Source: an optimization exercise on an open RTL-to-GDS flow (aim: small area, a short achievable clock period and few clock cycles). Production flows keep margins and buffers that such runs may drop.
Only simulation tests tie the RTL to the original design; equivalence was not proved.
Power and IR drop assume default switching activity.

==> design/flow/design.v <==
package lscs_pkg;
  localparam int unsigned ChunkMaxBits = 52;
  localparam int unsigned ChunkW       = 53;
  localparam int unsigned CbW = 6;
  localparam int unsigned CcW = 7;
  localparam int unsigned CfgDataW = 7;
  localparam int unsigned LeadW = 12;
endpackage
module lscs_front (
  input  logic [114:0] win_i,
  input  logic [5:0]   sh_i,
  input  logic [51:0]  mask_i,
  output logic [51:0]  mag_o
);
  logic [82:0] s1;
  logic [66:0] s2;
  logic [58:0] s3;
  logic [54:0] s4;
  logic [52:0] s5;
  logic [51:0] s6;
  assign s1 = sh_i[5] ? win_i[114:32] : win_i[82:0];
  assign s2 = sh_i[4] ? s1[82:16]     : s1[66:0];
  assign s3 = sh_i[3] ? s2[66:8]      : s2[58:0];
  assign s4 = sh_i[2] ? s3[58:4]      : s3[54:0];
  assign s5 = sh_i[1] ? s4[54:2]      : s4[52:0];
  assign s6 = sh_i[0] ? s5[52:1]      : s5[51:0];
  assign mag_o = s6 & mask_i;
endmodule
module lscs_back (
  input  logic        clk_i,
  input  logic        rst_ni,
  input  logic        push_i,
  input  logic [51:0] mag_i,
  input  logic        neg_i,
  input  logic        last_i,
  output logic        blk_o,
  output logic        blk_n_o,
  output logic        out_valid_o,
  input  logic        out_ready_i,
  output logic [52:0] chunk_o,
  output logic        last_o
);
  logic        p_v_q, s_v_q, o_v_q;
  logic [51:0] p_mag_q;
  logic        p_neg_q, p_last_q;
  logic [53:0] s_q, o_q;
  logic [53:0] p_val;
  logic        o_free, p_v_d, s_v_d;
  assign p_val  = {p_neg_q ? (53'd0 - {1'b0, p_mag_q}) : {1'b0, p_mag_q}, p_last_q};
  assign o_free = !o_v_q || out_ready_i;
  always_comb begin
    if (o_free) begin
      s_v_d = s_v_q && p_v_q;
      p_v_d = push_i;
    end else begin
      s_v_d = s_v_q || p_v_q;
      p_v_d = push_i || (p_v_q && s_v_q);
    end
  end
  always_ff @(posedge clk_i or negedge rst_ni) begin
    if (!rst_ni) begin
      p_v_q <= 1'b0;
      s_v_q <= 1'b0;
      o_v_q <= 1'b0;
    end else begin
      p_v_q <= p_v_d;
      s_v_q <= s_v_d;
      if (o_free) o_v_q <= s_v_q || p_v_q;
    end
  end
  always_ff @(posedge clk_i) begin
    if (push_i) begin
      p_mag_q  <= mag_i;
      p_neg_q  <= neg_i;
      p_last_q <= last_i;
    end
    if (o_free) begin
      o_q <= s_v_q ? s_q : p_val;
    end
    if (o_free || !s_v_q) begin
      s_q <= p_val;
    end
  end
  assign blk_o       = p_v_q && s_v_q;
  assign blk_n_o     = p_v_d && s_v_d;
  assign out_valid_o = o_v_q;
  assign chunk_o     = o_q[53:1];
  assign last_o      = o_q[0];
endmodule
module limb_stream_to_chunk_splitter_core #(
  parameter int unsigned LIMB_BITS  = 64,
  parameter int unsigned MAX_CHUNKS = 64
) (
  input  logic                              clk_i,
  input  logic                              rst_ni,
  input  logic                              cfg_we_i,
  input  logic [0:0]                        cfg_index_i,
  input  logic [lscs_pkg::CfgDataW-1:0]     cfg_wdata_i,
  input  logic                              in_valid_i,
  output logic                              in_ready_o,
  input  logic [LIMB_BITS-1:0]              limb_i,
  input  logic                              first_limb_i,
  input  logic                              last_limb_i,
  input  logic                              negative_i,
  input  logic [lscs_pkg::LeadW-1:0]        lead_zero_bits_i,
  output logic                              out_valid_o,
  input  logic                              out_ready_i,
  output logic signed [lscs_pkg::ChunkW-1:0] chunk_o,
  output logic                              last_chunk_o
);
  localparam int unsigned DW = 14;
  logic [5:0] cb_q;
  logic [6:0] cc_q;
  always_ff @(posedge clk_i or negedge rst_ni) begin
    if (!rst_ni) begin
      cb_q <= 6'd24;
      cc_q <= 7'd16;
    end else if (cfg_we_i) begin
      if (cfg_index_i == 1'b0) begin
        if (cfg_wdata_i[5:0] == 6'd0)       cb_q <= 6'd1;
        else if (cfg_wdata_i[5:0] > 6'd52) cb_q <= 6'd52;
        else                                cb_q <= cfg_wdata_i[5:0];
      end else begin
        if (cfg_wdata_i == 7'd0)       cc_q <= 7'd1;
        else if (cfg_wdata_i > 7'd64) cc_q <= 7'd64;
        else                           cc_q <= cfg_wdata_i;
      end
    end
  end
  logic [DW-1:0] cb_x, k1, k2;
  logic [51:0]   mask;
  assign cb_x = DW'(cb_q);
  assign k1   = DW'(64) - cb_x;
  assign k2   = DW'(64) - cb_x - cb_x;
  always_comb begin
    for (int j = 0; j < 52; j++) mask[j] = (6'(j) < cb_q);
  end
  logic [114:0]  win_q;
  logic [DW-1:0] d_q, dc_q;      
  logic [6:0]    rem_q;          
  logic          live_q, one_q;  
  logic          sign_q, pad_q;
  logic          rdy_q;          
  logic          emit, need, done, blk, blk_n;
  logic          acc, ld_first, ld_cont, ld_pad;
  logic [DW-1:0] dd, ddc;
  logic          big;
  logic [51:0]   mag;
  logic [DW-1:0] d_n, dc_n;
  logic [6:0]    rem_n;
  logic          sign_n, pad_n;
  logic          live_n, one_n, emit_n, need_n, rdy_n;
  assign emit = live_q && !d_q[DW-1] && !blk;
  assign need = emit ? dc_q[DW-1] : d_q[DW-1];
  assign done = !live_q || (emit && one_q);
  assign acc        = in_valid_i && rdy_q;
  assign ld_first   = acc && first_limb_i;
  assign ld_cont    = acc && !first_limb_i && !done;
  assign ld_pad     = pad_q && need && !done;
  assign dd  = emit ? dc_q : d_q;
  assign ddc = emit ? (dc_q - cb_x) : dc_q;
  always_comb begin
    d_n    = dd;
    dc_n   = ddc;
    rem_n  = emit ? (rem_q - 7'd1) : rem_q;
    sign_n = sign_q;
    pad_n  = pad_q;
    if (cfg_we_i) begin
      rem_n = 7'd0;
      pad_n = 1'b0;
    end else if (ld_first) begin
      d_n    = DW'(lead_zero_bits_i) + k1;
      dc_n   = DW'(lead_zero_bits_i) + k2;
      rem_n  = cc_q;
      sign_n = negative_i;
      pad_n  = last_limb_i;
    end else if (ld_cont || ld_pad) begin
      d_n  = DW'(dd[5:0]);
      dc_n = DW'(dd[5:0]) - cb_x;
      if (ld_cont) pad_n = last_limb_i;
    end
    live_n = (rem_n != 7'd0);
    one_n  = (rem_n == 7'd1);
    emit_n = live_n && !d_n[DW-1] && !blk_n;
    need_n = emit_n ? dc_n[DW-1] : d_n[DW-1];
    rdy_n  = !live_n || (emit_n && one_n) || (need_n && !pad_n);
  end
  always_ff @(posedge clk_i or negedge rst_ni) begin
    if (!rst_ni) begin
      d_q    <= 14'h3FE8;   
      dc_q   <= 14'h3FD0;   
      rem_q  <= 7'd16;
      live_q <= 1'b1;
      one_q  <= 1'b0;
      sign_q <= 1'b0;
      pad_q  <= 1'b0;
      rdy_q  <= 1'b1;
    end else begin
      d_q    <= d_n;
      dc_q   <= dc_n;
      rem_q  <= rem_n;
      live_q <= live_n;
      one_q  <= one_n;
      sign_q <= sign_n;
      pad_q  <= pad_n;
      rdy_q  <= rdy_n;
    end
  end
  always_ff @(posedge clk_i) begin
    if (ld_first) begin
      win_q <= {51'd0, limb_i};
    end else if (ld_cont || ld_pad) begin
      win_q <= {win_q[50:0], ld_cont ? limb_i : 64'd0};
    end
  end
  assign in_ready_o = rdy_q;
  assign big = |d_q[DW-2:6];
  lscs_front u_cut (
    .win_i  (win_q),
    .sh_i   (d_q[5:0]),
    .mask_i (mask & {52{!big}}),
    .mag_o  (mag)
  );
  lscs_back u_out (
    .clk_i       (clk_i),
    .rst_ni      (rst_ni),
    .push_i      (emit),
    .mag_i       (mag),
    .neg_i       (sign_q),
    .last_i      (one_q),
    .blk_o       (blk),
    .blk_n_o     (blk_n),
    .out_valid_o (out_valid_o),
    .out_ready_i (out_ready_i),
    .chunk_o     (chunk_o),
    .last_o      (last_chunk_o)
  );
endmodule
==> design/flow/run.sh <==
#!/bin/bash
# synth_recipe.tcl (not shown) runs the flow's synth.tcl, then flattens the netlist and writes it again
# the make line also repeats each setting of config.mk as NAME=value (left out here)
make -C /OpenROAD-flow-scripts/flow DESIGN_CONFIG=/design/flow/config.mk WORK_HOME=/design/flow/orfs CLKGATE_MAP_FILE= SYNTH_SCRIPT=/design/flow/synth_recipe.tcl finish
==> design/flow/config.mk <==
export PLATFORM = sky130hd
export DESIGN_NAME = limb_stream_to_chunk_splitter_core
export DESIGN_NICKNAME = limb_stream_to_chunk_splitter_core
export VERILOG_FILES = /design/flow/design.v
export SDC_FILE = /design/flow/constraint.sdc
export NUM_CORES = 4
export LEC_CHECK = 0
export CAP_MARGIN = 20
export CORE_MARGIN = 2
export CORE_UTILIZATION = 40
export SLEW_MARGIN = 20
==> design/flow/constraint.sdc <==
create_clock -name core_clock -period 10.0 [get_ports {clk_i}]
set_input_delay 2.0000 -clock core_clock [delete_from_list [all_inputs] [get_ports {clk_i}]]
set_output_delay 2.0000 -clock core_clock [all_outputs]
set_load 0.01 [all_outputs]
==> summary.txt, run 1 <==
status - finished clean
Mapped Cells - 1626
Final ANT Viol Nets - 0
vias in the first global route - 13010
DR pass1 iterations - 5
total power - 8.457 mW
DRC violations left - 0
Worst VDD drop - 0.1655 mV
share of cells above drive strength 1 - 19.34%
pin count of the biggest net entering global routing - 77
Comb power frac - 49.9%
GRT overflow - 0
CP arrival - 5030 ps
P_leak - 8.176 nW
startpoint types - input port
Slew Viols, Final - 0
All-Layer GR Usage - 19.01%
pwr/cell area - 372.7 nW/µm²
Max-slew headroom - 39.79%
Initial DRC Count - 953
crit path capture type - flop
clock buffer depth - 3
total number of vias - 13380
Post-CTS Hold Fix Bufs - 0
Synth area leaders - edfxtp_1 (35%), mux4_2 (8.7%), mux2_2 (7.5%), dfxtp_1 (5.3%), mux2i_1 (4.9%)
Int Pwr - 5.202 mW
Yosys reg bits - 333
Root Driver - clkbuf_16
Clock H-tree levels - 2
Vias/cell - 5.639
Post-Syn Area - 19450 µm²
area of the multi-input gates - 9663 µm²
HP Class - flop to flop
kind of critical path - input port to flop
count of final hold-check violations - 0
CTS tree - done
top-area cell type share of the netlist area - 34.90%
Die Area - 50400 µm²
antenna violations before repair - 1
Reg area - 9253 µm²
core box area - 47850 µm²
final setup vio count - 0
io pins - 148
clock latency (worst-skew pair) - 570 ps
Syn Nets - 1763
minimum clock period - 4561 ps
Crit path required time - 10460 ps
nets - 1866
starting density of the core - 40.64%
Hold Crit Depth - 0
clk sinks - 333
RSZ-0062 raised after global routing - false
Die Ht - 224.5 µm
Psw - 3.255 mW
# resized after CTS - 0
clock network fraction of design power - 16.6%
Die W - 224.5 µm
clock skew - 19.96 ps
Setup Fix Bufs, Post-CTS - 0
fin crit share - 45.61%
cts bufs inserted - 38
post-detail-place hpwl - 35.33 mm
top_reg_cell synth - edfxtp_1
setup TNS - 0 ps
Flop pwr share - 33.5%
Min Hold Slack - 455.0 ps
register area share after synthesis - 47.52%
Rows - 80
fillers - 4341
Reg2Reg Depth - 12
Port Buf Inserts - 147
wire per inst - 20.06 µm
Avg Inst Size Synth - 11.96 µm²
first-pass GRT wire length - 75.36 mm
sw frac - 38.48%
area growth from synthesis to layout - 16.69%
worst-path fanout max - 4
Post-synth EDFFs - 226
worst slew pin tran - 903.2 ps
gpl congestion - 0.8910
Max Freq - 219.3 MHz
FFs w/ async S/R, synth - 16.82%
Worst-path clk slew - 60 ps
max-cap viol count - 0
post-synthesis cell type count - 74
area leader, netlist - edfxtp_1
Ys Warns - 2
Routed WL - 47.60 mm
Antenna Cells - 0
post-layout util - 47.43%
-- worst paths after layout --
check / start / to / slack [ps]
worst min-delay path: sign_q$_DFFE_PN0P_ / u_out.p_neg_q$_DFFE_PP_ / 450
worst max-delay path: lead_zero_bits_i[1] / rdy_q$_DFF_PN1_ / 5440
worst min register to register: sign_q$_DFFE_PN0P_ / u_out.p_neg_q$_DFFE_PP_ / 450
worst max register to register: cb_q[1]$_DFFE_PN0P_ / rdy_q$_DFF_PN1_ / 5530
min in group asynchronous: rst_ni / cc_q[2]$_DFFE_PN0P_ / 1580
max in group asynchronous: rst_ni / d_q[4]$_DFF_PN0_ / 7810
-- layout make-up --
| class | instances | area share, % |
|---|---|---|
| clock buffer | 48 | 4.450 |
| clock inverter | 21 | 1.064 |
| inverter | 42 | 0.6947 |
| multi-input combinational | 1150 | 42.58 |
| sequential | 333 | 40.78 |
| tap | 615 | 3.391 |
| timing repair buffer | 164 | 7.041 |
-- power by group through the flow --
stage	logic [mW]	registers (mW)	clock network [mW]
global placement	4.15	2.83	0
CTS	4.22	2.84	1.43
detailed placement	4.18	2.86	0
finish	4.22	2.84	1.40
floorplan	3.06	2.73	0
global route	4.60	2.92	1.49
-- synth_stat cells (all sizes together), types with 3 or more instances --
master	n
nor3	31
xnor2	69
nor4	4
o21ai	67
dfxtp	51
edfxtp	226
a311oi	6
nand2b	12
o31a	3
nand3	12
nor2b	5
dfstp	25
a32oi	4
ha	41
a21o	9
a31oi	10
buf	31
nand4	4
o22ai	13
o21bai	4
mux2	129
nor2	111
o21a	6
a22o	51
mux2i	95
a211oi	21
nand2	107
clkinv	4
o41ai	7
inv	38
or3	13
o211ai	7
fa	4
dfrtp	31
xor2	18
a2111oi	14
clkbuf	70
or2	6
and2	69
or4	14
a21oi	64
mux4	75
o31ai	20
-- per-stage QoR --
step                instances  instance area [µm²]  setup WS (ps)
CTS                      2373                22690           5485
global route             2373                22690           5240
floorplan                1626                19450           5252
finish                   2373                22690           5439
global placement         2304                21440           4969
detailed placement       2304                21440           4951
-- logic make-up after synthesis --
group           Yosys count  synth area share (%)
compound gates          322                 11.50
xor+xnor                 87                 3.918
fa+ha+maj                46                 3.101
buf+inv                 143                 2.902
flops                   333                 47.52
mux                     299                 21.05
simple gates            396                 10.02
-- critical path, cell delays in order --
cell	delay, ps
clkdlybuf4s50_1	510
xnor2_1	310
xnor2_1	200
fa_1	290
a211oi_1	120
o21ai_0	380
a211oi_1	140
o21ai_0	240
a31oi_1	130
a211oi_1	510
o221ai_1	210
-- state kept, by name (all words and copies together) (netlist names), 6 cells and up --
| signal | count |
|---|---|
| rem_q | 7 |
| u_out.p_mag_q | 52 |
| cc_q | 7 |
| cb_q | 6 |
| u_out.o_q | 54 |
| win_q | 115 |
| d_q | 14 |
| u_out.s_q | 54 |
| dc_q | 14 |
-- routing by layer --
metal	track usage (%)	part of all wire (%)	vias to the layer above
met5	0	0.034	-
met4	5.405	2.3	2
met3	3.187	4.7	67
met2	29.08	45	355
met1	27.83	48	6589
li1	-	-	6368
-- placed cells by master (no fill, tap or decap), types with 6 or more instances in the layout --
master           count
or2_2                6
nor3_1              29
xor2_1              18
a31oi_1             10
mux2_2             129
nand2_1            106
buf_4               16
o31ai_1             16
and2_1              67
dfxtp_1             51
xnor2_1             69
clkdlybuf4s50_1    146
clkbuf_16           39
clkbuf_1             9
inv_1               34
a211oi_1            21
o21ai_0             62
dfstp_2             24
o211ai_1             7
a22o_1              51
dfrtp_1             26
nand2b_1            12
a311oi_1             6
mux4_2              75
ha_1                41
a21o_1               9
or3_1               13
mux2i_1             95
o21a_1               6
a21oi_1             63
clkinv_1             7
nor2_1             110
o22ai_1             13
a2111oi_0           14
or4_1               10
nand3_1             12
edfxtp_1           226
Testbench counts, summed over its fixed seeds: cycles 11,953.
==> run 2, diff against run 1 <==
--- a/design/flow/design.v
+++ b/design/flow/design.v
@@ -110,29 +110,34 @@
 );
   localparam int unsigned DW = 14;
-  logic [5:0] cb_q;
+  logic [5:0] cbw;
+  logic [5:0] k1_q;
+  logic [7:0] k2_q;
   logic [6:0] cc_q;
+  always_comb begin
+    if (cfg_wdata_i[5:0] == 6'd0)      cbw = 6'd1;
+    else if (cfg_wdata_i[5:0] > 6'd52) cbw = 6'd52;
+    else                               cbw = cfg_wdata_i[5:0];
+  end
   always_ff @(posedge clk_i or negedge rst_ni) begin
     if (!rst_ni) begin
-      cb_q <= 6'd24;
+      k1_q <= 6'd40;
+      k2_q <= 8'd16;
       cc_q <= 7'd16;
     end else if (cfg_we_i) begin
       if (cfg_index_i == 1'b0) begin
-        if (cfg_wdata_i[5:0] == 6'd0)       cb_q <= 6'd1;
-        else if (cfg_wdata_i[5:0] > 6'd52) cb_q <= 6'd52;
-        else                                cb_q <= cfg_wdata_i[5:0];
+        k1_q <= 6'd0 - cbw;
+        k2_q <= 8'd64 - {1'b0, cbw, 1'b0};
       end else begin
-        if (cfg_wdata_i == 7'd0)       cc_q <= 7'd1;
+        if (cfg_wdata_i == 7'd0)      cc_q <= 7'd1;
         else if (cfg_wdata_i > 7'd64) cc_q <= 7'd64;
-        else                           cc_q <= cfg_wdata_i;
+        else                          cc_q <= cfg_wdata_i;
       end
     end
   end
-  logic [DW-1:0] cb_x, k1, k2;
+  logic [DW-1:0] ncb;
   logic [51:0]   mask;
-  assign cb_x = DW'(cb_q);
-  assign k1   = DW'(64) - cb_x;
-  assign k2   = DW'(64) - cb_x - cb_x;
-  always_comb begin
-    for (int j = 0; j < 52; j++) mask[j] = (6'(j) < cb_q);
+  assign ncb = {{(DW-6){1'b1}}, k1_q};
+  always_comb begin
+    for (int j = 0; j < 52; j++) mask[j] = ({1'b0, k1_q} + 7'(j)) < 7'd64;
   end
   logic [114:0]  win_q;
@@ -143,46 +148,84 @@
   logic          rdy_q;          
   logic          emit, need, done, blk, blk_n;
-  logic          acc, ld_first, ld_cont, ld_pad;
-  logic [DW-1:0] dd, ddc;
+  logic          acc, ld_first, ld_cont, ld_pad, ld_app;
   logic          big;
   logic [51:0]   mag;
+  assign emit = live_q && !d_q[DW-1] && !blk;
+  assign need = emit ? dc_q[DW-1] : d_q[DW-1];
+  assign done = !live_q || (emit && one_q);
+  assign acc      = in_valid_i && rdy_q;
+  assign ld_first = acc && first_limb_i;
+  assign ld_cont  = acc && !first_limb_i && !done;
+  assign ld_pad   = pad_q && need && !done;
+  assign ld_app   = ld_cont || ld_pad;
+  logic [6:0]    f_lo;
+  logic [7:0]    g_lo;
+  logic [DW-1:0] f_d, g_dc;
+  logic [5:0]    lead_hi;
+  assign lead_hi = lead_zero_bits_i[11:6];
+  assign f_lo = {1'b0, lead_zero_bits_i[5:0]} + {1'b0, k1_q};
+  assign g_lo = {2'b0, lead_zero_bits_i[5:0]} + k2_q;
+  assign f_d  = f_lo[6] ? {1'b0, {1'b0, lead_hi} + 7'd1, f_lo[5:0]} : {2'b0, lead_hi, f_lo[5:0]};
+  always_comb begin
+    unique case (g_lo[7:6])
+      2'b01:   g_dc = {1'b0, {1'b0, lead_hi} + 7'd1, g_lo[5:0]};
+      2'b11:   g_dc = {2'b0, lead_hi, 6'd0} - DW'(64) + {8'd0, g_lo[5:0]};
+      default: g_dc = {2'b0, lead_hi, g_lo[5:0]};
+    endcase
+  end
+  logic [DW-1:0] e_dc;
+  logic [6:0]    c0, c1;
+  assign e_dc = dc_q + ncb;
+  assign c0   = {1'b0, d_q[5:0]} + {1'b1, k1_q};
+  assign c1   = {1'b0, dc_q[5:0]} + {1'b1, k1_q};
   logic [DW-1:0] d_n, dc_n;
   logic [6:0]    rem_n;
   logic          sign_n, pad_n;
-  logic          live_n, one_n, emit_n, need_n, rdy_n;
-  assign emit = live_q && !d_q[DW-1] && !blk;
-  assign need = emit ? dc_q[DW-1] : d_q[DW-1];
-  assign done = !live_q || (emit && one_q);
-  assign acc        = in_valid_i && rdy_q;
-  assign ld_first   = acc && first_limb_i;
-  assign ld_cont    = acc && !first_limb_i && !done;
-  assign ld_pad     = pad_q && need && !done;
-  assign dd  = emit ? dc_q : d_q;
-  assign ddc = emit ? (dc_q - cb_x) : dc_q;
-  always_comb begin
-    d_n    = dd;
-    dc_n   = ddc;
-    rem_n  = emit ? (rem_q - 7'd1) : rem_q;
+  always_comb begin
     sign_n = sign_q;
     pad_n  = pad_q;
+    rem_n  = emit ? (rem_q - 7'd1) : rem_q;
+    if (ld_first) begin
+      d_n  = f_d;
+      dc_n = g_dc;
+    end else if (ld_app) begin
+      d_n  = emit ? {8'd0, dc_q[5:0]} : {8'd0, d_q[5:0]};
+      dc_n = emit ? {{(DW-7){c1[6]}}, c1} : {{(DW-7){c0[6]}}, c0};
+    end else begin
+      d_n  = emit ? dc_q : d_q;
+      dc_n = emit ? e_dc : dc_q;
+    end
     if (cfg_we_i) begin
       rem_n = 7'd0;
       pad_n = 1'b0;
     end else if (ld_first) begin
-      d_n    = DW'(lead_zero_bits_i) + k1;
-      dc_n   = DW'(lead_zero_bits_i) + k2;
       rem_n  = cc_q;
       sign_n = negative_i;
       pad_n  = last_limb_i;
-    end else if (ld_cont || ld_pad) begin
-      d_n  = DW'(dd[5:0]);
-      dc_n = DW'(dd[5:0]) - cb_x;
-      if (ld_cont) pad_n = last_limb_i;
-    end
-    live_n = (rem_n != 7'd0);
-    one_n  = (rem_n == 7'd1);
-    emit_n = live_n && !d_n[DW-1] && !blk_n;
-    need_n = emit_n ? dc_n[DW-1] : d_n[DW-1];
-    rdy_n  = !live_n || (emit_n && one_n) || (need_n && !pad_n);
+    end else if (ld_cont) begin
+      pad_n  = last_limb_i;
+    end
+  end
+  logic live_e, one_e;           
+  logic two_q;
+  assign two_q  = (rem_q == 7'd2);
+  assign live_e = emit ? !one_q : live_q;
+  assign one_e  = emit ? two_q : one_q;
+  logic r_first, r_app, r_hold, rdy_n;
+  always_comb begin
+    r_first = !blk_n && ((cc_q == 7'd1) || (g_dc[DW-1] && !last_limb_i));
+    r_app   = !live_e || (!blk_n && (one_e ||
+              ((emit ? c1[6] : c0[6]) && !(ld_cont ? last_limb_i : pad_q))));
+    if (emit) begin
+      r_hold = !live_e || (!blk_n && !dc_q[DW-1] && (one_e || (e_dc[DW-1] && !pad_q)))
+               || ((blk_n || dc_q[DW-1]) && dc_q[DW-1] && !pad_q);
+    end else begin
+      r_hold = !live_e || (!blk_n && !d_q[DW-1] && (one_e || (dc_q[DW-1] && !pad_q)))
+               || ((blk_n || d_q[DW-1]) && d_q[DW-1] && !pad_q);
+    end
+    if (cfg_we_i)      rdy_n = 1'b1;
+    else if (ld_first) rdy_n = r_first;
+    else if (ld_app)   rdy_n = r_app;
+    else               rdy_n = r_hold;
   end
   always_ff @(posedge clk_i or negedge rst_ni) begin
@@ -200,6 +243,6 @@
       dc_q   <= dc_n;
       rem_q  <= rem_n;
-      live_q <= live_n;
-      one_q  <= one_n;
+      live_q <= (rem_n != 7'd0);
+      one_q  <= (rem_n == 7'd1);
       sign_q <= sign_n;
       pad_q  <= pad_n;
@@ -210,5 +253,5 @@
     if (ld_first) begin
       win_q <= {51'd0, limb_i};
-    end else if (ld_cont || ld_pad) begin
+    end else if (ld_app) begin
       win_q <= {win_q[50:0], ld_cont ? limb_i : 64'd0};
     end
==> run 2 against run 1 <==
Still clean on timing, DRC and antenna. Register-to-register slack gained 250 ps. Sequential share of layout area shrank 0.50 points. Combinational power increased by 7.1%. Clock power is 4% higher. First-iteration DRC count up 14%. Global-route usage is 0.36 points higher. Critical path type unchanged. Largest cell class unchanged. Largest power group unchanged.
==> summary.txt, run 2 <==
status - finished clean
Final ANT Viol Nets - 0 (unchanged)
kind of critical path - input port to flop
wire per inst - 19.29 µm (-3.8%)
cts bufs inserted - 38 (unchanged)
Crit path required time - 10470 ps (about the same)
clk sinks - 335 (+0.60%)
clock buffer depth - 3 (unchanged)
RSZ-0062 raised after global routing - false
Rows - 81 (+1.3%)
dpl cells - 2453 (+6.5%)
startpoint types - input port
core box area - 48850 µm² (+2.1%)
post-detail-place hpwl - 35.40 mm (+0.21%)
Post-CTS Hold Fix Bufs - 0 (unchanged)
Antenna Cells - 0 (unchanged)
final instance area - 23080 µm² (+1.7%)
Die W - 226.1 µm (+0.70%)
share of cells above drive strength 1 - 18.56% (-0.78 points)
# resized after CTS - 0 (unchanged)
commonest non-fill, non-tap cells in the layout - edfxtp_1 (226), nand2_1 (190), clkdlybuf4s50_1 (146)
Mapped Cells - 1737 (+6.8%)
Max-slew headroom - 25.17% (-15 points)
Post-Syn Area - 19730 µm² (+1.4%)
nets - 1954 (+4.7%)
Cell Area, Placed - 21770 µm² (+1.5%)
antenna violations before repair - 0 (-1)
Top reg by flops - win_q
commonest non-fill, non-tap cell in the layout - edfxtp_1
minimum clock period - 4474 ps (-86.15 ps)
io pins - 148 (unchanged)
Ys Warns - 2 (unchanged)
Vias/cell - 5.543 (-1.7%)
fin crit share - 44.74% (-0.86 points)
Die Ht - 226.1 µm (+0.70%)
worst slew pin tran - 1114 ps (+210.7 ps)
Layout Cells excl Fill - 2523 (+6.3%)
pwr/cell area - 381.8 nW/µm² (+2.5%)
P_leak - 8.270 nW (+1.1%)
Min Hold Slack - 452.0 ps (-2.992 ps)
pre-CTS setup slack - 4883 ps (-68.24 ps)
top_reg_cell synth - edfxtp_1
clock latency (worst-skew pair) - 560 ps (about the same)
starting density of the core - 40.38% (-0.26 points)
area leader, netlist - edfxtp_1
CTS tree - done
GRT overflow - 0 (unchanged)
clock skew - 19.91 ps (-0.04320 ps)
top-area cell type share of the netlist area - 34.41% (-0.49 points)
Port Buf Inserts - 147 (unchanged)
setup TNS - 0 ps (unchanged)
first-pass GRT wire length - 77.58 mm (+2.9%)
post-synthesis cell type count - 73 (-1.4%)
FFs w/ async S/R, synth - 17.31% (+0.50 points)
Die Area - 51110 µm² (+1.4%)
most frequent cell after synthesis - edfxtp_1
pin count of the biggest net entering global routing - 74 (-3.9%)
Slew Viols, Final - 0 (unchanged)
Synth area leaders - edfxtp_1 (34%), mux4_2 (11%), mux2_2 (6.0%), dfxtp_1 (5.2%), mux2i_1 (4.2%)
worst-path fanout max - 8 (+4)
vias in the first global route - 13780 (+5.9%)
Regs by FF count - win_q: 115 flops, u_out.o_q: 54 flops, u_out.s_q: 54 flops
Yosys reg bits - 335 (+0.60%)
Syn Nets - 1862 (+5.6%)
total number of vias - 13990 (+4.5%)
Avg Inst Size Synth - 11.36 µm² (-5.0%)
area growth from synthesis to layout - 17.02%
final setup vio count - 0 (unchanged)
crit path capture type - flop
Clock H-tree levels - 2 (unchanged)
DRC violations left - 0 (unchanged)
Initial DRC Count - 1087 (+14%)
register area share after synthesis - 47.10% (-0.42 points)
Post-synth EDFFs - 226 (unchanged)
Worst-path clk slew - 60 ps (about the same)
Worst VDD drop - 0.1672 mV (+1.0%)
DR pass1 iterations - 5 (unchanged)
HP Class - flop to flop
max FFs per register - 115 (unchanged)
Root Driver - clkbuf_16
All-Layer GR Usage - 19.37% (+0.36 points)
max-cap viol count - 0 (unchanged)
setup ws final - 5526 ps (+86.15 ps)
Max Freq - 223.5 MHz (+1.9%)
Routed WL - 48.66 mm (+2.2%)
Setup Fix Bufs, Post-CTS - 0 (unchanged)
commonest cells in the netlist - edfxtp_1 (226), nand2_1 (191), nor2_1 (136)
gpl congestion - 0.9300 (+4.4%)
count of final hold-check violations - 0 (unchanged)
CP arrival - 4940 ps (-90 ps)
## run 2: cell count changes after synthesis, sizes merged, moves of 8 or more
cell | previous run | this run
mux2i | 95 | 83
o21ai | 67 | 75
ha | 41 | 29
nor2 | 111 | 137
inv | 38 | 30
a22o | 51 | 1
a21oi | 64 | 114
mux4 | 75 | 94
nor3 | 31 | 46
nand2 | 107 | 191
mux2 | 129 | 105
nor4 | 4 | 16
clkbuf | 70 | 84
## run 2: cells by family after synthesis
group,synth area share (%)
flip-flops,47.10
adder cells (fa/ha/maj),2.347
AO/OA/AOI/OAI,10.10
buffers and inverters,2.880
XOR/XNOR,3.774
multiplexers,20.94
AND/OR/NAND/NOR,12.86
## run 2: final cells by class
class / instances / area, µm²
clock buffers: 46 / 1032
clock inverters: 24 / 282.8
fillers: 4516 / 25770
inverters: 31 / 117.6
multi-input cells: 1256 / 9906
flip-flops and latches: 335 / 9296
well taps: 664 / 830.8
repair buffers: 167 / 1617
## run 2: per-layer routing
metal / GRT usage (%) / vias up / part of all wire [%]
met2: 30.33 / 408 / 46
met5: 0 / - / 0
li1: - / 6687 / -
met1: 27.29 / 6802 / 46
met4: 7.258 / 0 / 3.2
met3: 2.797 / 88 / 4.9
## run 2: path summary, 6_finish.rpt
path,depth (start not counted),start,endpoint,slack (ps)
worst max-delay path,10,lead_zero_bits_i[1],dc_q[11]$_DFFE_PN1P_,5530
min in group asynchronous,2,rst_ni,pad_q$_DFF_PN0_,1630
max in group asynchronous,2,rst_ni,d_q[4]$_DFFE_PN0P_,7790
worst max register to register,9,live_q$_DFF_PN1_,one_q$_DFF_PN0_,5780
worst min register to register,2,win_q[102]$_SDFFE_PP0N_,win_q[102]$_SDFFE_PP0N_,450
worst min-delay path,2,win_q[102]$_SDFFE_PP0N_,win_q[102]$_SDFFE_PP0N_,450
## run 2: worst max-delay path, stage by stage
cell and delay, ps:
clkdlybuf4s50_1 450, ha_1 280, fa_1 410, a21oi_1 220, o211ai_1 150, xnor2_1 320, or4b_2 680, a21oi_1 190
xnor2_1 80, a32oi_1 150
## run 2: power by group
group          switching [mW]  internal, mW  leakage (nW)
registers               0.458          2.39          3.38
logic                    2.43          2.09          4.26
clock network           0.578         0.872         0.632
total                    3.46          5.35          8.27
## run 2: metrics by stage
stage / utilization [%] / total power, mW
floorplan: - / 6.010
global placement: 44.56 / 7.283
detailed placement: 44.56 / 7.366
CTS: 47.25 / 8.852
global route: 47.25 / 9.400
finish: 47.25 / 8.814
Testbench counts of run 2, summed over its fixed seeds: cycles 11,953.
==> run 3, diff against run 2 <==
--- a/design/flow/design.v
+++ b/design/flow/design.v
@@ -34,5 +34,4 @@
   input  logic        neg_i,
   input  logic        last_i,
-  output logic        blk_o,
   output logic        blk_n_o,
   output logic        out_valid_o,
@@ -82,5 +81,4 @@
     end
   end
-  assign blk_o       = p_v_q && s_v_q;
   assign blk_n_o     = p_v_d && s_v_d;
   assign out_valid_o = o_v_q;
@@ -147,9 +145,11 @@
   logic          sign_q, pad_q;
   logic          rdy_q;          
-  logic          emit, need, done, blk, blk_n;
+  logic          emit_q;         
+  logic [5:0]    sh_q;           
+  logic          big_q;          
+  logic          emit, need, done, blk_n;
   logic          acc, ld_first, ld_cont, ld_pad, ld_app;
-  logic          big;
   logic [51:0]   mag;
-  assign emit = live_q && !d_q[DW-1] && !blk;
+  assign emit = emit_q;
   assign need = emit ? dc_q[DW-1] : d_q[DW-1];
   assign done = !live_q || (emit && one_q);
@@ -212,5 +212,6 @@
   assign live_e = emit ? !one_q : live_q;
   assign one_e  = emit ? two_q : one_q;
-  logic r_first, r_app, r_hold, rdy_n;
+  logic r_first, r_app, r_hold, rdy_n, live_n, emit_n;
+  assign live_n = (rem_n != 7'd0);
   always_comb begin
     r_first = !blk_n && ((cc_q == 7'd1) || (g_dc[DW-1] && !last_limb_i));
@@ -224,4 +225,5 @@
                || ((blk_n || d_q[DW-1]) && d_q[DW-1] && !pad_q);
     end
+    emit_n = live_n && !blk_n && !(!ld_first && !ld_app && (emit ? dc_q[DW-1] : d_q[DW-1]));
     if (cfg_we_i)      rdy_n = 1'b1;
     else if (ld_first) rdy_n = r_first;
@@ -239,14 +241,20 @@
       pad_q  <= 1'b0;
       rdy_q  <= 1'b1;
+      emit_q <= 1'b0;
     end else begin
       d_q    <= d_n;
       dc_q   <= dc_n;
       rem_q  <= rem_n;
-      live_q <= (rem_n != 7'd0);
+      live_q <= live_n;
       one_q  <= (rem_n == 7'd1);
       sign_q <= sign_n;
       pad_q  <= pad_n;
       rdy_q  <= rdy_n;
-    end
+      emit_q <= emit_n;
+    end
+  end
+  always_ff @(posedge clk_i) begin
+    sh_q  <= d_n[5:0];
+    big_q <= |d_n[DW-2:6];
   end
   always_ff @(posedge clk_i) begin
@@ -258,9 +266,8 @@
   end
   assign in_ready_o = rdy_q;
-  assign big = |d_q[DW-2:6];
   lscs_front u_cut (
     .win_i  (win_q),
-    .sh_i   (d_q[5:0]),
-    .mask_i (mask & {52{!big}}),
+    .sh_i   (sh_q),
+    .mask_i (mask & {52{!big_q}}),
     .mag_o  (mag)
   );
@@ -272,5 +279,4 @@
     .neg_i       (sign_q),
     .last_i      (one_q),
-    .blk_o       (blk),
     .blk_n_o     (blk_n),
     .out_valid_o (out_valid_o),
==> run 3 against run 2 <==
Synthesized cell count is 0.58% higher. Via count is 1.3% higher. Die area up 2.2%. Clock skew up 4.0 ps. Sequential power about the same. First-iteration DRC count is 5.9% higher. Non-clock buffer count is 3 lower. Setup slack worse by 150 ps. Cell count rose by 0.40%. Critical path depth is the same. Count of clock-buffer cells in the layout fell by 1. Sequential share of layout area is 0.27 points higher. Critical endpoint is now big_q$_DFF_P_. Largest power group unchanged.
==> summary.txt, run 3 <==
status - finished clean
Worst-path clk slew - 60 ps (about the same)
Syn Nets - 1872 (+0.54%)
first-pass GRT wire length - 77.71 mm (+0.17%)
final setup vio count - 0 (unchanged)
top_reg_cell synth - edfxtp_1
Cell Area, Placed - 22180 µm² (+1.9%)
FFs w/ async S/R, synth - 17.20% (-0.11 points)
clock latency (worst-skew pair) - 560 ps (about the same)
HP Class - flop to flop
nets - 1958 (+0.20%)
Worst VDD drop - 0.1377 mV (-18%)
commonest non-fill, non-tap cell in the layout - edfxtp_1
clock network fraction of design power - 15.4% (-1.1 points)
wire per inst - 19.31 µm (+0.12%)
max FFs per register - 115 (unchanged)
pwr/cell area - 366.2 nW/µm² (-4.1%)
Die Area - 52210 µm² (+2.2%)
Slowest-stage cell, CP - buf_4
setup TNS - 0 ps (unchanged)
Crit Reg-Reg Startpoint - emit_q$_DFF_PN0_
Psw - 3.273 mW (-5.5%)
clock buffer depth - 3 (unchanged)
Setup Fix Bufs, Post-CTS - 0 (unchanged)
share of cells above drive strength 1 - 18.81% (+0.25 points)
most used cell, CP - buf_4
minimum clock period - 4622 ps (+147.6 ps)
max-cap viol count - 0 (unchanged)
Initial DRC Count - 1151 (+5.9%)
clk sinks - 343 (+2.4%)
Min Hold Slack - 447.9 ps (-4.059 ps)
Flop pwr share - 33.1% (+0.8 points)
sw frac - 38.27% (-1.0 points)
Post-CTS Hold Fix Bufs - 0 (unchanged)
Rows - 82 (+1.2%)
count of final hold-check violations - 0 (unchanged)
area leader, netlist - edfxtp_1
vias in the first global route - 13790 (+0.080%)
Top reg by flops - win_q
timing startpoint of the critical path - in_valid_i
total number of vias - 14170 (+1.3%)
kind of critical path - input port to flop
cts bufs inserted - 37 (-2.6%)
crit path capture type - flop
commonest cells in the netlist - edfxtp_1 (226), nand2_1 (207), mux4_2 (111)
Final ANT Viol Nets - 0 (unchanged)
final instance area - 23360 µm² (+1.2%)
GRT overflow - 0 (unchanged)
Avg Inst Size Synth - 11.54 µm² (+1.6%)
post-detail-place hpwl - 35.58 mm (+0.49%)
CTS tree - done
worst slew pin tran - 967.9 ps (-145.9 ps)
Routed WL - 48.91 mm (+0.51%)
post-synthesis cell type count - 71 (-2.7%)
io pins - 148 (unchanged)
Max Freq - 216.4 MHz (-3.2%)
pin count of the biggest net entering global routing - 79 (+6.8%)
Die Ht - 228.5 µm (+1.1%)
CP arrival - 5040 ps (+100 ps)
Regs by FF count - win_q: 115 flops, u_out.o_q: 54 flops, u_out.s_q: 54 flops
Vias/cell - 5.593 (+0.89%)
Slowest Stage Delay on Critical Path - 630 ps (-50 ps)
starting density of the core - 40.34% (about the same)
Die W - 228.5 µm (+1.1%)
Max-slew headroom - 35.25% (+10 points)
Post-Syn Area - 20160 µm² (+2.2%)
P_leak - 8.300 nW (+0.36%)
Ys Warns - 2 (unchanged)
Post-synth EDFFs - 226 (unchanged)
fillers - 4565 (+1.1%)
RSZ-0062 raised after global routing - false
Port Buf Inserts - 147 (unchanged)
Yosys reg bits - 343 (+2.4%)
Mapped Cells - 1747 (+0.58%)
core box area - 49970 µm² (+2.3%)
area growth from synthesis to layout - 15.87%
gpl congestion - 0.8843 (-4.9%)
DRC violations left - 0 (unchanged)
fin crit share - 46.22% (+1.5 points)
clock skew - 23.87 ps (+3.953 ps)
worst-path fanout max - 75 (+67)
register area share after synthesis - 46.91% (-0.19 points)
top-area cell type share of the netlist area - 33.67% (-0.74 points)
Comb power frac - 51.5% (+0.2 points)
# resized after CTS - 0 (unchanged)
antenna violations before repair - 0 (unchanged)
Synth area leaders - edfxtp_1 (34%), mux4_2 (12%), mux2_2 (6.1%), dfxtp_1 (5.8%), dfrtp_1 (4.2%)
startpoint types - input port
Clock H-tree levels - 2 (unchanged)
All-Layer GR Usage - 18.60% (-0.77 points)
Slew Viols, Final - 0 (unchanged)
DR pass1 iterations - 5 (unchanged)
critical-path cell list - clkdlybuf4s50_1, and2_1, o21a_1, buf_4, a31o_4, buf_4, inv_1, a32oi_1, o21ai_0, or4_1
Int Pwr - 5.280 mW (-1.3%)
most frequent cell after synthesis - edfxtp_1
Antenna Cells - 0 (unchanged)
Crit path required time - 10420 ps (-50 ps)
Hold Path Origin - sign_q$_DFFE_PN0P_
commonest non-fill, non-tap cells in the layout - edfxtp_1 (226), nand2_1 (206), clkdlybuf4s50_1 (146)
Root Driver - clkbuf_16
## run 3: worst max-delay path, delay by kind of cell
family                 cells  cell delay (ps)
AND/OR/NAND/NOR            2              640
buffers and inverters      4             1790
AO/OA/AOI/OAI              4              570
## run 3: logic make-up (layout without fill, tap and decap cells)
kind of cell | count (synthesis) | count (layout) | share of synthesized area (%)
flops | 343 | 343 | 46.91
compound gates | 323 | 323 | 9.913
simple gates | 527 | 527 | 12.49
mux | 296 | 296 | 22.26
buf+inv | 146 | 260 | 2.799
fa+ha+maj | 33 | 33 | 2.197
xor+xnor | 79 | 79 | 3.432
## run 3: power groups by stage
stage | logic, mW | clock network [mW] | registers [mW]
2_1_floorplan | 3.18 | 0 | 2.77
3_3_place_gp | 4.33 | 0 | 2.83
3_5_place_dp | 4.38 | 0 | 2.86
4_1_cts | 4.41 | 1.35 | 2.83
5_1_grt | 4.78 | 1.40 | 2.92
6_report | 4.40 | 1.32 | 2.83
## run 3: stage by stage
step | power, mW | util [%] | cells | setup WS (ps)
detailed placement | 7.238 | 44.40 | 2466 | 4766
floorplan | 5.949 | - | 1747 | 4770
CTS | 8.587 | 46.72 | 2533 | 5329
finish | 8.553 | 46.75 | 2533 | 5378
global placement | 7.158 | 44.39 | 2466 | 4829
global route | 9.098 | 46.75 | 2533 | 5038
## run 3: path summary, 6_finish.rpt
check	to	slack, ps	cells after the start
max	big_q$_DFF_P_	5380	10
min	u_out.p_neg_q$_DFFE_PP_	450	0
max reg2reg	big_q$_DFF_P_	6180	9
min reg2reg	u_out.p_neg_q$_DFFE_PP_	450	0
max in group asynchronous	emit_q$_DFF_PN0_	7770	2
min in group asynchronous	d_q[2]$_DFF_PN0_	1620	2
## run 3: per-layer routing
metal | share of wire [%] | vias up | GRT usage [%]
met5 | 0 | - | 0
met4 | 3.1 | 0 | 6.965
met3 | 5.0 | 84 | 2.557
met2 | 46 | 424 | 29.36
met1 | 46 | 6944 | 26.11
li1 | - | 6714 | -
## run 3: final cells by class
type | count | area, µm² | share of cell area, %
clock buffers | 45 | 975.9 | 4.178
clock inverters | 22 | 186.4 | 0.7982
inverters | 29 | 110.1 | 0.4714
multi-input cells | 1258 | 10180 | 43.58
flip-flops and latches | 343 | 9470 | 40.55
well taps | 672 | 840.8 | 3.600
repair buffers | 164 | 1594 | 6.825
Testbench counts of run 3, summed over its fixed seeds: cycles 11,953.
==> run 4, diff against run 3 <==
--- a/design/flow/design.v
+++ b/design/flow/design.v
@@ -181,18 +181,22 @@
   logic [DW-1:0] d_n, dc_n;
   logic [6:0]    rem_n;
-  logic          sign_n, pad_n;
+  logic          sign_n, pad_n, big_n;
   always_comb begin
     sign_n = sign_q;
     pad_n  = pad_q;
     rem_n  = emit ? (rem_q - 7'd1) : rem_q;
+    d_n[5:0] = ld_first ? f_d[5:0] : (emit ? dc_q[5:0] : d_q[5:0]);
     if (ld_first) begin
-      d_n  = f_d;
-      dc_n = g_dc;
+      d_n[DW-1:6] = f_d[DW-1:6];
+      dc_n        = g_dc;
+      big_n       = |f_d[DW-2:6];
     end else if (ld_app) begin
-      d_n  = emit ? {8'd0, dc_q[5:0]} : {8'd0, d_q[5:0]};
-      dc_n = emit ? {{(DW-7){c1[6]}}, c1} : {{(DW-7){c0[6]}}, c0};
-    end else begin
-      d_n  = emit ? dc_q : d_q;
-      dc_n = emit ? e_dc : dc_q;
+      d_n[DW-1:6] = '0;
+      dc_n        = emit ? {{(DW-7){c1[6]}}, c1} : {{(DW-7){c0[6]}}, c0};
+      big_n       = 1'b0;
+    end else begin
+      d_n[DW-1:6] = emit ? dc_q[DW-1:6] : d_q[DW-1:6];
+      dc_n        = emit ? e_dc : dc_q;
+      big_n       = emit ? |dc_q[DW-2:6] : big_q;
     end
     if (cfg_we_i) begin
@@ -256,5 +260,5 @@
   always_ff @(posedge clk_i) begin
     sh_q  <= d_n[5:0];
-    big_q <= |d_n[DW-2:6];
+    big_q <= big_n;
   end
   always_ff @(posedge clk_i) begin
==> design/flow/flow/run.sh (new file) <==
#!/bin/bash
set -euo pipefail
export BUFFER_PORTS_ARGS="-buffer_cell sky130_fd_sc_hd__buf_2"
export SETUP_SLACK_MARGIN=6.7
bash standard.sh > flow_make.log 2>&1
==> design/flow/standard.sh (new file) <==
#!/bin/bash
# synth_recipe.tcl (not shown) runs the flow's synth.tcl, then flattens the netlist and writes it again
# the make line also repeats each setting of config.mk as NAME=value (left out here)
make -C /OpenROAD-flow-scripts/flow DESIGN_CONFIG=/design/flow/config.mk WORK_HOME=/design/flow/orfs CLKGATE_MAP_FILE= SYNTH_SCRIPT=/design/flow/synth_recipe.tcl "${@:-finish}"
removed: design/flow/run.sh
==> run 4 against run 3 <==
Still clean on timing, DRC and antenna. Global-route usage rose by 0.79 points. Area after synthesis is 2.1% lower. Sequential share of layout area is 0.22 points higher. Combinational power grew 2%. Core utilization is 0.062 points lower. Routed wire length up 0.20%. Design area down 2.4%. Setup slack better by 1100 ps. Cell count decreased by 0.59%. Clock power increased by 5%. Critical path depth unchanged. First-iteration DRC count down 5.5%. Critical path type unchanged. Critical endpoint is now rdy_q$_DFF_PN1_.
==> summary.txt, run 4 <==
HP Class - flop to flop
io pins - 148 (unchanged)
Slew Viols, Final - 0 (unchanged)
first-pass GRT wire length - 77.54 mm (-0.22%)
Mapped Cells - 1718 (-1.7%)
starting density of the core - 40.38% (+0.041 points)
final setup vio count - 0 (unchanged)
Avg Inst Size Synth - 11.48 µm² (-0.48%)
kind of critical path - input port to flop
Max Freq - 287.2 MHz (+33%)
DR pass1 iterations - 5 (unchanged)
fillers - 4460 (-2.3%)
Routed WL - 49.00 mm (+0.20%)
max-cap viol count - 0 (unchanged)
DRC violations left - 0 (unchanged)
top_reg_cell synth - edfxtp_1
GRT overflow - 0 (unchanged)
total number of vias - 14010 (-1.1%)
Rows - 81 (-1.2%)
Synth area leaders - edfxtp_1 (35%), mux4_2 (12%), mux2_2 (5.8%), dfxtp_1 (5.8%), dfrtp_1 (4.3%)
status - finished clean
RSZ-0062 raised after global routing - true
Root Driver - clkbuf_16
Final ANT Viol Nets - 0 (unchanged)
Die Ht - 226.1 µm (-1.1%)
Initial DRC Count - 1088 (-5.5%)
worst setup path end - rdy_q$_DFF_PN1_
register area share after synthesis - 47.05% (+0.14 points)
CTS tree - done
Ys Warns - 2 (unchanged)
Syn Nets - 1843 (-1.5%)
cts bufs inserted - 39 (+5.4%)
Port Buf Inserts - 147 (unchanged)
fin crit share - 34.82% (-11 points)
wire per inst - 19.46 µm (+0.79%)
Worst-path clk slew - 60 ps (about the same)
commonest non-fill, non-tap cell in the layout - edfxtp_1
Die W - 226.1 µm (-1.1%)
Worst VDD drop - 0.1670 mV (+21%)
Top reg by flops - win_q
gpl congestion - 0.8924 (+0.92%)
Crit path required time - 10470 ps (+50 ps)
count of final hold-check violations - 0 (unchanged)
minimum clock period - 3482 ps (-1140 ps)
timing startpoint of the critical path - lead_zero_bits_i[1]
clock skew - 25.24 ps (+1.378 ps)
post-synthesis cell type count - 70 (-1.4%)
startpoint types - input port
commonest cells in the netlist - edfxtp_1 (227), nand2_1 (221), mux4_2 (106)
clock latency (worst-skew pair) - 570 ps (about the same)
critical-path cell list - buf_8, ha_4, fa_2, a21oi_4, o22ai_4, xnor2_4, nor4bb_2, nor3b_2, o21ai_0, o311ai_1
area leader, netlist - edfxtp_1
max FFs per register - 115 (unchanged)
Reg2Reg Depth - 9 (unchanged)
reg-to-reg setup timing slack - 6870 ps (+690 ps)
Post-Syn Area - 19730 µm² (-2.1%)
Max-slew headroom - 31.16% (-4.1 points)
Antenna Cells - 0 (unchanged)
Yosys reg bits - 336 (-2.0%)
Clock H-tree levels - 2 (unchanged)
Post-synth EDFFs - 227 (+0.44%)
clock buffer depth - 3 (unchanged)
Layout Cells excl Fill - 2518 (-0.59%)
clk sinks - 336 (-2.0%)
P_leak - 8.345 nW (+0.54%)
setup TNS - 0 ps (unchanged)
pwr/cell area - 379.8 nW/µm² (+3.7%)
most frequent cell after synthesis - edfxtp_1
All-Layer GR Usage - 19.39% (+0.79 points)
Min Hold Slack - 449.6 ps (+1.684 ps)
Slowest Stage Delay on Critical Path - 400 ps (-230 ps)
Vias/cell - 5.565 (-0.50%)
crit path capture type - flop
worst-path fanout max - 3 (-96%)
top-area cell type share of the netlist area - 34.55% (+0.89 points)
share of cells above drive strength 1 - 29.02% (+10 points)
vias in the first global route - 13570 (-1.7%)
Die Area - 51110 µm² (-2.1%)
core box area - 48850 µm² (-2.2%)
commonest non-fill, non-tap cells in the layout - edfxtp_1 (227), nand2_1 (219), buf_2 (145)
Post-CTS Hold Fix Bufs - 0 (unchanged)
area growth from synthesis to layout - 15.60%
Regs by FF count - win_q: 115 flops, u_out.o_q: 54 flops, u_out.s_q: 54 flops
Critical R2R Capture - rdy_q$_DFF_PN1_
total power - 8.661 mW (+1.3%)
antenna violations before repair - 0 (unchanged)
Slowest-stage cell, CP - nor4bb_2
nets - 1953 (-0.26%)
FFs w/ async S/R, synth - 15.48% (-1.7 points)
dpl cells - 2438 (-1.1%)
CP arrival - 3950 ps (-1090 ps)
worst slew pin tran - 1033 ps (+64.68 ps)
post-detail-place hpwl - 35.20 mm (-1.1%)
pin count of the biggest net entering global routing - 76 (-3.8%)
Crit Reg-Reg Startpoint - k1_q[1]$_DFFE_PN0P_
run 4: changes by cell type after synthesis, sizes merged, moves of 7 or more:
cell and delta:
nor3 -13, buf -7, nor2 -10, nand2 +14, mux2 -7, dfstp -7
nand2b -9
run 4: layer usage:
metal | track usage, % | wire (µm)
met5 | 0 | 0
met4 | 6.006 | 1099
met3 | 2.628 | 2517
met2 | 30.75 | 22790
met1 | 27.66 | 22600
run 4: logic make-up after synthesis:
group           share of synthesized area (%)
simple gates                            12.63
flops                                   47.05
compound gates                          9.767
mux                                     22.03
buf+inv                                 2.803
xor+xnor                                3.418
fa+ha+maj                               2.296
run 4: per-stage QoR:
| stage | utilization, % | setup slack, ps | instance area (µm²) |
|---|---|---|---|
| detailed placement | 43.35 | 5298 | 21180 |
| global route | 46.69 | 6439 | 22810 |
| CTS | 46.29 | 6546 | 22610 |
| finish | 46.69 | 6518 | 22810 |
| global placement | 43.35 | 5380 | 21180 |
| floorplan | - | 5990 | 19870 |
run 4: critical path, delay by kind of cell:
kind                     cells  cell delay (ps)
XOR/XNOR                     1              160
adder cells (fa/ha/maj)      2              520
AND/OR/NAND/NOR              2              660
buffers and inverters        1              100
AO/OA/AOI/OAI                4              500
run 4: report_power, final:
part	leakage, nW	switching (mW)	internal [mW]
Combinational	4.38	2.41	2.06
Sequential	3.37	0.449	2.36
Clock	0.589	0.579	0.796
run 4: area by class of cell:
| type | instances | area [µm²] | share of cell area, % |
|---|---|---|---|
| tap | 664 | 830.8 | 3.643 |
| multi-input combinational | 1238 | 10270 | 45.02 |
| clock buffer | 42 | 987.2 | 4.329 |
| clock inverter | 25 | 237.7 | 1.042 |
| sequential | 336 | 9296 | 40.76 |
| timing repair inverter | 1 | 8.758 | 0.03840 |
| inverter | 34 | 143.9 | 0.6309 |
| timing repair buffer | 178 | 1035 | 4.537 |
run 4: worst min-delay path by stage:
stage,from,endpoint,slack (ps),depth (start not counted)
floorplan,sign_q$_DFFE_PN0P_,u_out.p_neg_q$_DFFE_PP_,420,0
global route,win_q[103]$_SDFFE_PP0N_,win_q[103]$_SDFFE_PP0N_,470,2
finish,win_q[106]$_SDFFE_PP0N_,win_q[106]$_SDFFE_PP0N_,450,2
global placement,win_q[101]$_SDFFE_PP0N_,win_q[101]$_SDFFE_PP0N_,440,2
detailed placement,win_q[107]$_SDFFE_PP0N_,win_q[107]$_SDFFE_PP0N_,450,2
CTS,win_q[107]$_SDFFE_PP0N_,win_q[107]$_SDFFE_PP0N_,450,2
run 4: repair_timing:
action                                  CTS  global route
endpoints found under the setup margin   97            21
gates resized for setup                  31            30
buffers inserted                          8             4
gates cloned                              1             0
pin swaps                                 9            11
Testbench counts of run 4, summed over its fixed seeds: cycles 11,953.
==> run 5, diff against run 4 <==
--- a/design/flow/design.v
+++ b/design/flow/design.v
@@ -216,8 +216,12 @@
   assign live_e = emit ? !one_q : live_q;
   assign one_e  = emit ? two_q : one_q;
-  logic r_first, r_app, r_hold, rdy_n, live_n, emit_n;
-  assign live_n = (rem_n != 7'd0);
-  always_comb begin
-    r_first = !blk_n && ((cc_q == 7'd1) || (g_dc[DW-1] && !last_limb_i));
+  logic r_first, r_app, r_hold, rdy_n, live_n, one_n, emit_n;
+  logic cc1, gneg;
+  assign cc1  = (cc_q == 7'd1);
+  assign gneg = (lead_hi == 6'd0) && g_lo[7];    
+  assign live_n = !cfg_we_i && (ld_first || live_e);
+  assign one_n  = !cfg_we_i && (ld_first ? cc1 : one_e);
+  always_comb begin
+    r_first = !blk_n && (cc1 || (gneg && !last_limb_i));
     r_app   = !live_e || (!blk_n && (one_e ||
               ((emit ? c1[6] : c0[6]) && !(ld_cont ? last_limb_i : pad_q))));
@@ -229,5 +233,6 @@
                || ((blk_n || d_q[DW-1]) && d_q[DW-1] && !pad_q);
     end
-    emit_n = live_n && !blk_n && !(!ld_first && !ld_app && (emit ? dc_q[DW-1] : d_q[DW-1]));
+    emit_n = !cfg_we_i && !blk_n &&
+             (ld_first || (live_e && (ld_app || !(emit ? dc_q[DW-1] : d_q[DW-1]))));
     if (cfg_we_i)      rdy_n = 1'b1;
     else if (ld_first) rdy_n = r_first;
@@ -251,5 +256,5 @@
       rem_q  <= rem_n;
       live_q <= live_n;
-      one_q  <= (rem_n == 7'd1);
+      one_q  <= one_n;
       sign_q <= sign_n;
       pad_q  <= pad_n;
==> run 5 against run 4 <==
Setup slack worse by 110 ps. Global-route usage decreased by 0.42 points. Non-clock buffer count is 3 lower. Register-to-register slack got worse by 40 ps. Maximum frequency shrank 3.0%. Area after synthesis is 0.79% lower. Worst hold slack worse by 3.2 ps. Largest power group unchanged. Critical path depth up 2. Die area shrank 0.78%.
==> summary.txt, run 5 <==
status - finished clean
clock skew - 15.65 ps (-9.599 ps)
RSZ-0062 raised after global routing - true
Syn Nets - 1902 (+3.2%)
clock network fraction of design power - 19.5% (+3.6 points)
post-synthesis cell type count - 67 (-4.3%)
Port Buf Inserts - 147 (unchanged)
Initial DRC Count - 1052 (-3.3%)
Int Pwr - 4.443 mW (-15%)
clock buffer depth - 3 (unchanged)
first-pass GRT wire length - 76.07 mm (-1.9%)
antenna violations before repair - 0 (unchanged)
Post-Syn Area - 19570 µm² (-0.79%)
Final ANT Viol Nets - 0 (unchanged)
wire per inst - 19.15 µm (-1.6%)
Ys Warns - 2 (unchanged)
Flop pwr share - 34.2% (+1.7 points)
P_leak - 8.415 nW (+0.84%)
Vias/cell - 5.550 (-0.27%)
vias in the first global route - 13520 (-0.33%)
Slew Viols, Final - 0 (unchanged)
max FFs per register - 115 (unchanged)
Top reg by flops - win_q
fin crit share - 35.92% (+1.1 points)
starting density of the core - 40.23% (-0.15 points)
area growth from synthesis to layout - 14.84%
setup ws final - 6408 ps (-109.4 ps)
commonest non-fill, non-tap cell in the layout - edfxtp_1
worst-path fanout max - 6 (+3)
area leader, netlist - edfxtp_1
cts bufs inserted - 39 (unchanged)
core box area - 48650 µm² (-0.41%)
Comb power frac - 46.3% (-5.4 points)
final setup vio count - 0 (unchanged)
Root Driver - clkbuf_16
setup TNS - 0 ps (unchanged)
startpoint types - input port
DRC violations left - 0 (unchanged)
Worst VDD drop - 0.1660 mV (-0.60%)
top-area cell type share of the netlist area - 34.83% (+0.28 points)
Max Freq - 278.4 MHz (-3.0%)
kind of critical path - input port to flop
Post-CTS Hold Fix Bufs - 0 (unchanged)
sw frac - 38.68% (-1.0 points)
post-detail-place hpwl - 33.92 mm (-3.6%)
worst slew pin tran - 1058 ps (+25.12 ps)
HP Class - flop to flop
clk sinks - 336 (unchanged)
register area share after synthesis - 47.42% (+0.38 points)
Mapped Cells - 1776 (+3.4%)
Routed WL - 48.38 mm (-1.3%)
Die W - 225.2 µm (-0.39%)
clock latency (worst-skew pair) - 560 ps (about the same)
CP arrival - 4090 ps (+140 ps)
nets - 2001 (+2.5%)
top_reg_cell synth - edfxtp_1
total power - 7.246 mW (-16%)
commonest non-fill, non-tap cells in the layout - edfxtp_1 (227), nand2_1 (205), mux2i_1 (147)
Antenna Cells - 0 (unchanged)
Regs by FF count - win_q: 115 flops, u_out.o_q: 54 flops, u_out.s_q: 54 flops
share of cells above drive strength 1 - 26.25% (-2.8 points)
Worst-path clk slew - 60 ps (about the same)
Crit path required time - 10490 ps (+20 ps)
All-Layer GR Usage - 18.97% (-0.42 points)
Avg Inst Size Synth - 11.02 µm² (-4.0%)
Yosys reg bits - 336 (unchanged)
Max-slew headroom - 29.48% (-1.7 points)
Min Hold Slack - 446.4 ps (-3.158 ps)
minimum clock period - 3592 ps (+109.4 ps)
most frequent cell after synthesis - edfxtp_1
Rows - 81 (unchanged)
pre-CTS setup slack - 5574 ps (+275.8 ps)
FFs w/ async S/R, synth - 15.48% (unchanged)
Cell Area, Placed - 20850 µm² (-1.5%)
Clock H-tree levels - 2 (unchanged)
pin count of the biggest net entering global routing - 93 (+22%)
Synth area leaders - edfxtp_1 (35%), mux2i_1 (7.6%), mux2_2 (7.1%), mux4_2 (5.9%), dfxtp_1 (5.8%)
io pins - 148 (unchanged)
crit path capture type - flop
Die Area - 50710 µm² (-0.78%)
pwr/cell area - 322.4 nW/µm² (-15%)
fillers - 4511 (+1.1%)
Psw - 2.803 mW (-19%)
Die Ht - 225.2 µm (-0.39%)
total number of vias - 14020 (+0.086%)
Post-synth EDFFs - 227 (unchanged)
CTS tree - done
max-cap viol count - 0 (unchanged)
gpl congestion - 0.9024 (+1.1%)
commonest cells in the netlist - edfxtp_1 (227), nand2_1 (209), mux2i_1 (148)
final instance area - 22480 µm² (-1.4%)
DR pass1 iterations - 5 (unchanged)
count of final hold-check violations - 0 (unchanged)
GRT overflow - 0 (unchanged)
run 5: cell count changes after synthesis, moves of 9 or more:
cell,previous run,this run
nand2b_1,8,23
or2_2,4,13
a21oi_1,105,114
mux2_2,102,123
mux4_2,106,51
mux2i_1,81,148
nand2_1,221,209
run 5: metrics by stage:
| step | utilization, % | cells |
|---|---|---|
| floorplan | - | 1776 |
| global placement | 42.87 | 2441 |
| detailed placement | 42.87 | 2441 |
| CTS | 45.76 | 2520 |
| global route | 46.20 | 2527 |
| finish | 46.20 | 2527 |
run 5: area by class of cell:
cell class	instances	area, µm²	area share [%]
clock buffers	45	1028	4.576
clock inverters	26	252.7	1.125
inverters	30	116.4	0.5177
multi-input cells	1292	9958	44.31
flip-flops and latches	336	9296	41.36
well taps	622	778.2	3.463
repair buffers	175	1037	4.615
repair inverters	1	7.507	0.03340
run 5: per-layer routing:
layer	track usage [%]	up-vias	routed length, µm
met5	0	-	0
met4	6.217	0	1298
met3	2.712	68	2543
met2	29.19	428	21760
met1	27.53	6784	22780
li1	-	6744	-
run 5: kinds of logic after synthesis:
| group | share of synthesized area, % |
|---|---|
| AOI/OAI and AO/OA | 10.81 |
| muxes | 20.52 |
| xor gates and xnor gates | 3.267 |
| adders and majority gates | 2.429 |
| buffers and inverters | 2.966 |
| and+or+nand+nor | 12.59 |
| DFF | 47.42 |
run 5: power groups by stage:
stage	combinational [mW]	sequential [mW]	clock, mW
after floorplan	2.42	2.42	0
after global placement	3.19	2.50	0
after detailed placement	3.22	2.52	0
after CTS	3.27	2.50	1.45
after global routing	3.67	2.54	1.50
final	3.36	2.48	1.41
run 5: path summary, 6_finish.rpt:
path | start | to | slack, ps | cells past startpoint
max | lead_zero_bits_i[1] | dc_q[11]$_DFFE_PN1P_ | 6410 | 12
max reg2reg | k1_q[1]$_DFFE_PN0P_ | dc_q[10]$_DFFE_PN1P_ | 6830 | 11
min reg2reg | win_q[103]$_SDFFE_PP0N_ | win_q[103]$_SDFFE_PP0N_ | 450 | 2
max in group asynchronous | rst_ni | emit_q$_DFF_PN0_ | 7910 | 2
min | win_q[103]$_SDFFE_PP0N_ | win_q[103]$_SDFFE_PP0N_ | 450 | 2
min in group asynchronous | rst_ni | cc_q[3]$_DFFE_PN0P_ | 1550 | 2
run 5: what timing repair did:
action | CTS | global route
gates resized for setup | 21 | 26
pin swaps | 13 | 8
endpoints found under the setup margin | 163 | 26
cloned | 2 | 0
setup buffers | 6 | 6
run 5: worst max-delay path: stages:
cell      delay, ps
buf_8            80
ha_4            130
inv_2            40
fa_2            370
nor2b_4         130
o211ai_1        110
a21boi_2        260
xnor2_4         200
mux2i_1         250
mux2i_1         260
o31ai_1         100
a21oi_1         160
Testbench counts of run 5, summed over its fixed seeds: cycles 11,953.

==> afterwards: timing with drivers on the ports <==
No port has a modelled driver above. Below, the same layouts with a new extraction and two added sets of constraints. Step 1 sets driving cells, clkbuf_16 on the clock port and buf_2 on the other inputs (assumed; they add their load-dependent delay and slew). Step 2 also shifts input and output timing later by t, the mid clock arrival at the registers, as if the neighbouring blocks saw the same clock. a / b / c = no drivers / after step 1 / after step 2; a / b = the first two.
run | t, ns | slack for setup (ns) | latest minus earliest clock arrival (ns) | worst data-port slew with drivers (ns)
run 1 | 0.612 | 5.439 / 5.475 / 4.863 | 0.019 / 0.020 | 0.07
run 2 | 0.605 | 5.526 / 5.561 / 4.956 | 0.021 / 0.021 | 0.05
run 3 | 0.608 | 5.378 / 5.411 / 4.803 | 0.028 / 0.028 | 0.06
run 4 | 0.605 | 6.518 / 6.527 / 5.921 | 0.027 / 0.027 | 0.05
run 5 | 0.615 | 6.408 / 6.412 / 5.797 | 0.016 / 0.015 | 0.05
After both steps setup and hold are still met in every run listed. For run 5, which loses most, drivers alone change the setup slack by +0.004 ns; drivers and shift together by -0.611 ns.
